What follows belongs to an exercise in optimizing a design on an open flow for small area and a short achievable clock period; a production flow would make more cautious choices.
RTL that was checked went through simulation tests only; none was proved equivalent to the original.
Power and IR drop assume default switching activity.

==> inputs of run a <==
// frame_tx_top
module frame_tx_top (
	input  logic        clk,
	input  logic        rst_n,
	input  logic        start,
	input  logic [47:0]   mac_dst_addr,
	input  logic [47:0]   mac_src_addr,
	input  logic [7:0]  ip_dsf,
	input  logic [15:0]       ip_id,
	input  logic [2:0]  ip_flags,
	input  logic [12:0] ip_frag_offset,
	input  logic [7:0]  ip_ttl,
	input  logic [31:0]    ip_src_addr,
	input  logic [31:0]    ip_dst_addr,
	input  logic [15:0]       tcp_src_port,
	input  logic [15:0]       tcp_dst_port,
	input  logic [31:0]    tcp_seq_num,
	input  logic [31:0]    tcp_ack_num,
	input  logic [5:0]  tcp_flags,
	input  logic [15:0]       tcp_window,
	input  logic [15:0]       tcp_urgent_ptr,
	input  logic [15:0]        payload_len,
	input  logic [15:0]       payload_sum,
	output logic [31:0]       data_out,
	output logic [1:0]         be_out,
	output logic        data_out_rdy,
	input  logic        data_out_rd,
	output logic        sop,
	output logic        eop,
	input  logic [31:0]       data_in,
	output logic        data_in_rd,
	output logic        busy
);
clock: 10.0 ns
lec_check: 0
abc_clock_period_in_ps: 4500
cap_margin: 20
core_margin: 2
core_utilization: 40
setup_slack_margin: 5
slew_margin: 20
run.sh (not shown) runs the stock make flow with config.mk's settings and CLKGATE_MAP_FILE= SYNTH_SCRIPT=/design/flow/synth_recipe.tcl, a recipe that flattens the netlist after the stock synthesis.
==> run b (differences from run a) <==
--- a/flow/design.v
+++ b/flow/design.v
@@ -13,49 +13,57 @@
 	output logic [12:0] hdr_sel,
 	output logic        pay_phase,
 	output logic        sop,
 	output logic        eop,
 	output logic        data_out_rdy,
 	output logic [1:0]  be_out
 );
-	localparam logic [8:0] BOUNDARY_IDX = 9'(13);
-	logic       state;
-	logic [8:0] word_idx;
-	logic [10:0] last_sum;
-	logic       last_word;
-	logic       tail_only;
+	logic        state;
+	logic [8:0]  word_idx;
+	logic [10:0] next_last_sum;
+	logic        next_is_last;
+	logic        tail_only;
+	logic        last_r;
+	logic        pop_ok;
 	assign ctrl_load    = !state && start;
 	assign ctrl_busy    = state;
 	assign ctrl_advance = state && data_out_rd;
-	assign last_sum  = ip_total + 11'd13;
-	assign last_word = (word_idx == last_sum[10:2]);
+	assign next_last_sum = ip_total + 11'd9;
+	assign next_is_last  = (word_idx == next_last_sum[10:2]);
 	assign tail_only = (ip_total[1] == ip_total[0]);
-	assign pay_phase = (word_idx >= BOUNDARY_IDX);
-	assign ctrl_pop  = ctrl_advance && pay_phase && !(last_word && tail_only);
-	always_comb begin
-		for (int k = 0; k < 13; k++)
-			hdr_sel[k] = (word_idx == 9'(k));
+	assign ctrl_pop = ctrl_advance && pop_ok;
+	always_ff @(posedge clk) begin
+		if (ctrl_load) begin
+			hdr_sel   <= 13'd1;
+			pay_phase <= 1'b0;
+			word_idx  <= '0;
+		end else if (ctrl_advance) begin
+			hdr_sel   <= {hdr_sel[11:0], 1'b0};
+			pay_phase <= pay_phase | hdr_sel[12];
+			word_idx  <= word_idx + 9'd1;
+		end
 	end
 	always_ff @(posedge clk or negedge rst_n) begin
-		if (!rst_n)
-			state <= 1'b0;
-		else if (ctrl_load)
-			state <= 1'b1;
-		else if (ctrl_advance && last_word)
-			state <= 1'b0;
-	end
-	always_ff @(posedge clk) begin
-		if (ctrl_load)
-			word_idx <= '0;
-		else if (ctrl_advance)
-			word_idx <= word_idx + 9'd1;
+		if (!rst_n) begin
+			state  <= 1'b0;
+			last_r <= 1'b0;
+			pop_ok <= 1'b0;
+		end else if (ctrl_load) begin
+			state  <= 1'b1;
+			last_r <= 1'b0;
+			pop_ok <= 1'b0;
+		end else if (ctrl_advance) begin
+			state  <= !last_r;
+			last_r <= next_is_last;
+			pop_ok <= (pay_phase | hdr_sel[12]) && !(next_is_last && tail_only);
+		end
 	end
-	assign sop          = state && (word_idx == '0);
-	assign eop          = state && last_word;
-	assign be_out       = eop ? {~ip_total[1], ip_total[0]} : 2'b00;
+	assign sop          = state && hdr_sel[0];
+	assign eop          = last_r;
+	assign be_out       = last_r ? {~ip_total[1], ip_total[0]} : 2'b00;
 	assign data_out_rdy = state;
 endmodule
 `default_nettype wire
 `timescale 1ns/1ps
 `default_nettype none
 module header_builder (
 	input  logic        clk,
@@ -182,18 +190,21 @@
 			r[i] = p[i] ^ (gg[i-1] | (pp[i-1] & gg[15]));
 		oc_add3 = r;
 	endfunction
 	logic [15:0] ip_a, ip_b;
 	logic [15:0] tcp_a, tcp_b;
 	assign ip_a = ({16{hdr_sel[0]}} & ip_src_r[31:16])
 	            | ({16{hdr_sel[1]}} & ip_dst_r[31:16])
-	            | ({16{hdr_sel[4] | hdr_sel[5]}} & hdr_hi);
+	            | ({16{hdr_sel[4]}} & {5'd0, ip_total_r})
+	            | ({16{hdr_sel[5]}} & {ip_flags_r, ip_frag_r});
 	assign ip_b = ({16{hdr_sel[0]}} & ip_src_r[15:0])
 	            | ({16{hdr_sel[1]}} & ip_dst_r[15:0])
-	            | ({16{hdr_sel[3] | hdr_sel[4] | hdr_sel[5]}} & hdr_lo);
+	            | ({16{hdr_sel[3]}} & {8'h45, ip_dsf_r})
+	            | ({16{hdr_sel[4]}} & ip_id_r)
+	            | ({16{hdr_sel[5]}} & {ip_ttl_r, IP_PROTO});
 	assign tcp_a = ({16{hdr_sel[0]}} & tcp_window_r)
 	             | ({16{hdr_sel[4] | (|hdr_sel[11:7])}} & hdr_hi);
 	assign tcp_b = ({16{hdr_sel[0]}} & carry)
 	             | ({16{hdr_sel[4]}} & TCP_LEN_ADJ)
 	             | ({16{|hdr_sel[11:6]}} & hdr_lo);
 	always_ff @(posedge clk) begin
 		if (ctrl_load) begin
==> flow/flow/run.sh (new file) <==
#!/bin/bash
# Standard layout (standard.sh), with the port buffers made from the smallest
# buffer cell and larger clock-tree leaf clusters.
set -euo pipefail
export BUFFER_PORTS_ARGS="-buffer_cell sky130_fd_sc_hd__buf_1"
export CTS_ARGS="-sink_clustering_enable -repair_clock_nets -buf_list sky130_fd_sc_hd__clkbuf_16 -sink_clustering_size 25 -sink_clustering_max_diameter 100"
bash standard.sh > standard_flow.log 2>&1
==> flow/standard.sh (new file) <==
#!/bin/bash
# synth_recipe.tcl (not shown) runs the flow's synth.tcl, then flattens the netlist and writes it again
# the make line also repeats each setting of config.mk as NAME=value (left out here)
make -C /OpenROAD-flow-scripts/flow DESIGN_CONFIG=/design/flow/config.mk WORK_HOME=/design/flow/orfs CLKGATE_MAP_FILE= SYNTH_SCRIPT=/design/flow/synth_recipe.tcl "${@:-finish}"
ABC_CLOCK_PERIOD_IN_PS = unset   (was 4500)
CORE_UTILIZATION = 60   (was 40)
removed: flow/run.sh
==> run c (differences from run a) <==
--- a/flow/design.v
+++ b/flow/design.v
@@ -13,49 +13,57 @@
 	output logic [12:0] hdr_sel,
 	output logic        pay_phase,
 	output logic        sop,
 	output logic        eop,
 	output logic        data_out_rdy,
 	output logic [1:0]  be_out
 );
-	localparam logic [8:0] BOUNDARY_IDX = 9'(13);
-	logic       state;
-	logic [8:0] word_idx;
-	logic [10:0] last_sum;
-	logic       last_word;
-	logic       tail_only;
+	logic        state;
+	logic [8:0]  word_idx;
+	logic [10:0] next_last_sum;
+	logic        next_is_last;
+	logic        tail_only;
+	logic        last_r;
+	logic        pop_ok;
 	assign ctrl_load    = !state && start;
 	assign ctrl_busy    = state;
 	assign ctrl_advance = state && data_out_rd;
-	assign last_sum  = ip_total + 11'd13;
-	assign last_word = (word_idx == last_sum[10:2]);
+	assign next_last_sum = ip_total + 11'd9;
+	assign next_is_last  = (word_idx == next_last_sum[10:2]);
 	assign tail_only = (ip_total[1] == ip_total[0]);
-	assign pay_phase = (word_idx >= BOUNDARY_IDX);
-	assign ctrl_pop  = ctrl_advance && pay_phase && !(last_word && tail_only);
-	always_comb begin
-		for (int k = 0; k < 13; k++)
-			hdr_sel[k] = (word_idx == 9'(k));
+	assign ctrl_pop = ctrl_advance && pop_ok;
+	always_ff @(posedge clk) begin
+		if (ctrl_load) begin
+			hdr_sel   <= 13'd1;
+			pay_phase <= 1'b0;
+			word_idx  <= '0;
+		end else if (ctrl_advance) begin
+			hdr_sel   <= {hdr_sel[11:0], 1'b0};
+			pay_phase <= pay_phase | hdr_sel[12];
+			word_idx  <= word_idx + 9'd1;
+		end
 	end
 	always_ff @(posedge clk or negedge rst_n) begin
-		if (!rst_n)
-			state <= 1'b0;
-		else if (ctrl_load)
-			state <= 1'b1;
-		else if (ctrl_advance && last_word)
-			state <= 1'b0;
-	end
-	always_ff @(posedge clk) begin
-		if (ctrl_load)
-			word_idx <= '0;
-		else if (ctrl_advance)
-			word_idx <= word_idx + 9'd1;
+		if (!rst_n) begin
+			state  <= 1'b0;
+			last_r <= 1'b0;
+			pop_ok <= 1'b0;
+		end else if (ctrl_load) begin
+			state  <= 1'b1;
+			last_r <= 1'b0;
+			pop_ok <= 1'b0;
+		end else if (ctrl_advance) begin
+			state  <= !last_r;
+			last_r <= next_is_last;
+			pop_ok <= (pay_phase | hdr_sel[12]) && !(next_is_last && tail_only);
+		end
 	end
-	assign sop          = state && (word_idx == '0);
-	assign eop          = state && last_word;
-	assign be_out       = eop ? {~ip_total[1], ip_total[0]} : 2'b00;
+	assign sop          = state && hdr_sel[0];
+	assign eop          = last_r;
+	assign be_out       = last_r ? {~ip_total[1], ip_total[0]} : 2'b00;
 	assign data_out_rdy = state;
 endmodule
 `default_nettype wire
 `timescale 1ns/1ps
 `default_nettype none
 module header_builder (
 	input  logic        clk,
@@ -182,18 +190,21 @@
 			r[i] = p[i] ^ (gg[i-1] | (pp[i-1] & gg[15]));
 		oc_add3 = r;
 	endfunction
 	logic [15:0] ip_a, ip_b;
 	logic [15:0] tcp_a, tcp_b;
 	assign ip_a = ({16{hdr_sel[0]}} & ip_src_r[31:16])
 	            | ({16{hdr_sel[1]}} & ip_dst_r[31:16])
-	            | ({16{hdr_sel[4] | hdr_sel[5]}} & hdr_hi);
+	            | ({16{hdr_sel[4]}} & {5'd0, ip_total_r})
+	            | ({16{hdr_sel[5]}} & {ip_flags_r, ip_frag_r});
 	assign ip_b = ({16{hdr_sel[0]}} & ip_src_r[15:0])
 	            | ({16{hdr_sel[1]}} & ip_dst_r[15:0])
-	            | ({16{hdr_sel[3] | hdr_sel[4] | hdr_sel[5]}} & hdr_lo);
+	            | ({16{hdr_sel[3]}} & {8'h45, ip_dsf_r})
+	            | ({16{hdr_sel[4]}} & ip_id_r)
+	            | ({16{hdr_sel[5]}} & {ip_ttl_r, IP_PROTO});
 	assign tcp_a = ({16{hdr_sel[0]}} & tcp_window_r)
 	             | ({16{hdr_sel[4] | (|hdr_sel[11:7])}} & hdr_hi);
 	assign tcp_b = ({16{hdr_sel[0]}} & carry)
 	             | ({16{hdr_sel[4]}} & TCP_LEN_ADJ)
 	             | ({16{|hdr_sel[11:6]}} & hdr_lo);
 	always_ff @(posedge clk) begin
 		if (ctrl_load) begin
==> flow/flow/run.sh (new file) <==
#!/bin/bash
# Standard layout (standard.sh), with the port buffers made from the smallest
# buffer cell and larger clock-tree leaf clusters.
set -euo pipefail
export BUFFER_PORTS_ARGS="-buffer_cell sky130_fd_sc_hd__buf_1"
export CTS_ARGS="-sink_clustering_enable -repair_clock_nets -buf_list sky130_fd_sc_hd__clkbuf_8 -sink_clustering_size 14 -sink_clustering_max_diameter 60"
bash standard.sh > standard_flow.log 2>&1
==> flow/standard.sh (new file) <==
#!/bin/bash
# synth_recipe.tcl (not shown) runs the flow's synth.tcl, then flattens the netlist and writes it again
# the make line also repeats each setting of config.mk as NAME=value (left out here)
make -C /OpenROAD-flow-scripts/flow DESIGN_CONFIG=/design/flow/config.mk WORK_HOME=/design/flow/orfs CLKGATE_MAP_FILE= SYNTH_SCRIPT=/design/flow/synth_recipe.tcl "${@:-finish}"
ABC_CLOCK_PERIOD_IN_PS = unset   (was 4500)
removed: flow/run.sh
==> impl_results.md <==
- Run status: timing/DRC/antenna clean
- XOR/XNOR Fraction of Synth Area: around 1.7%
- PwrDens: around 160 mW/mm^2
- Multi-input combinational area share: between 30% and 40%
- Total Power: ~3.5 mW
- #MultiIn Comb: 936
- Die ar.: around 0.033 mm^2
- Avg Vias per Cell: 6.475
- Clock power share: a little over a quarter
# the run above: run b

==> impl_results.md <==
- Run status: timing/DRC/antenna clean
- DR WL/cell: 26.72 um
- PwrDens: about 160 mW/mm^2
- Clock power share: 29.9%
- XOR/XNOR Fraction of Synth Area: around 1.7%
- Max-slew violations: 0
- R2r endpoint: u_hdr.tcp_acc[15]
- Avg Vias per Cell: 5.728
- Multi-input combinational area share: 29.79%
- Post-synthesis mux area share: less than 1%
- Total Power: 3.669 mW
- Number of non-clock inverters: 41
- Sink Count: slightly above 400
- Die ar.: around 0.049 mm^2
# the run above: run c

==> impl_results.md <==
- #MultiIn Comb: 945
- Setup ws final: between 4 and 5 ns
- Pint: just under 5 mW
- Synth top area share: roughly three fifths
- XOR/XNOR Fraction of Synth Area: 2.011%
- PwrDens: 271.6 mW/mm^2
- Sink Count: between 300 and 400
- Avg Vias per Cell: 5.821
- Worst Path Max Fanout: 5
- Clock power share: 22.2%
- Run status: timing/DRC/antenna clean
- Die ar.: slightly below 0.05 mm^2
- Total Power: roughly 8 mW
- Multi-input combinational area share: around 28%
# the run above: run a

Only the layout flow was run in run a; the RTL was not checked for function there.

separate check: timing with driven ports:
How much do the figures lean on ideal ports? The routed layouts below were timed once more, with nothing changed but the port constraints.
Step 1 (the two cells are an assumption about what drives the block):
set clk [get_ports {clk}]
set_driving_cell -lib_cell sky130_fd_sc_hd__clkbuf_16 $clk
set_driving_cell -lib_cell sky130_fd_sc_hd__buf_2 [delete_from_list [all_inputs] $clk]
Step 2 adds t to the input delays and takes it off the output delays; t is the mean of the earliest and latest rising clock arrival at the registers after step 1. Input paths then give back, and output paths get back, about the clock's delay inside the block.
a / b / c = no drivers / after step 1 / after step 2; a / b = the first two.
run	shift t [ns]	slack for setup (ns)	hold slack, ns
run a	0.651	4.776 / 4.776 / 4.776	0.460 / 0.460 / 0.460
run b	0.609	5.107 / 5.107 / 5.107	0.498 / 0.498 / 0.498
run c	0.683	5.096 / 5.087 / 4.893	0.495 / 0.495 / 0.495
After both steps every run listed still meets setup and hold. For run c, which loses most, drivers alone change the setup slack by -0.009 ns; drivers and shift together by -0.203 ns.
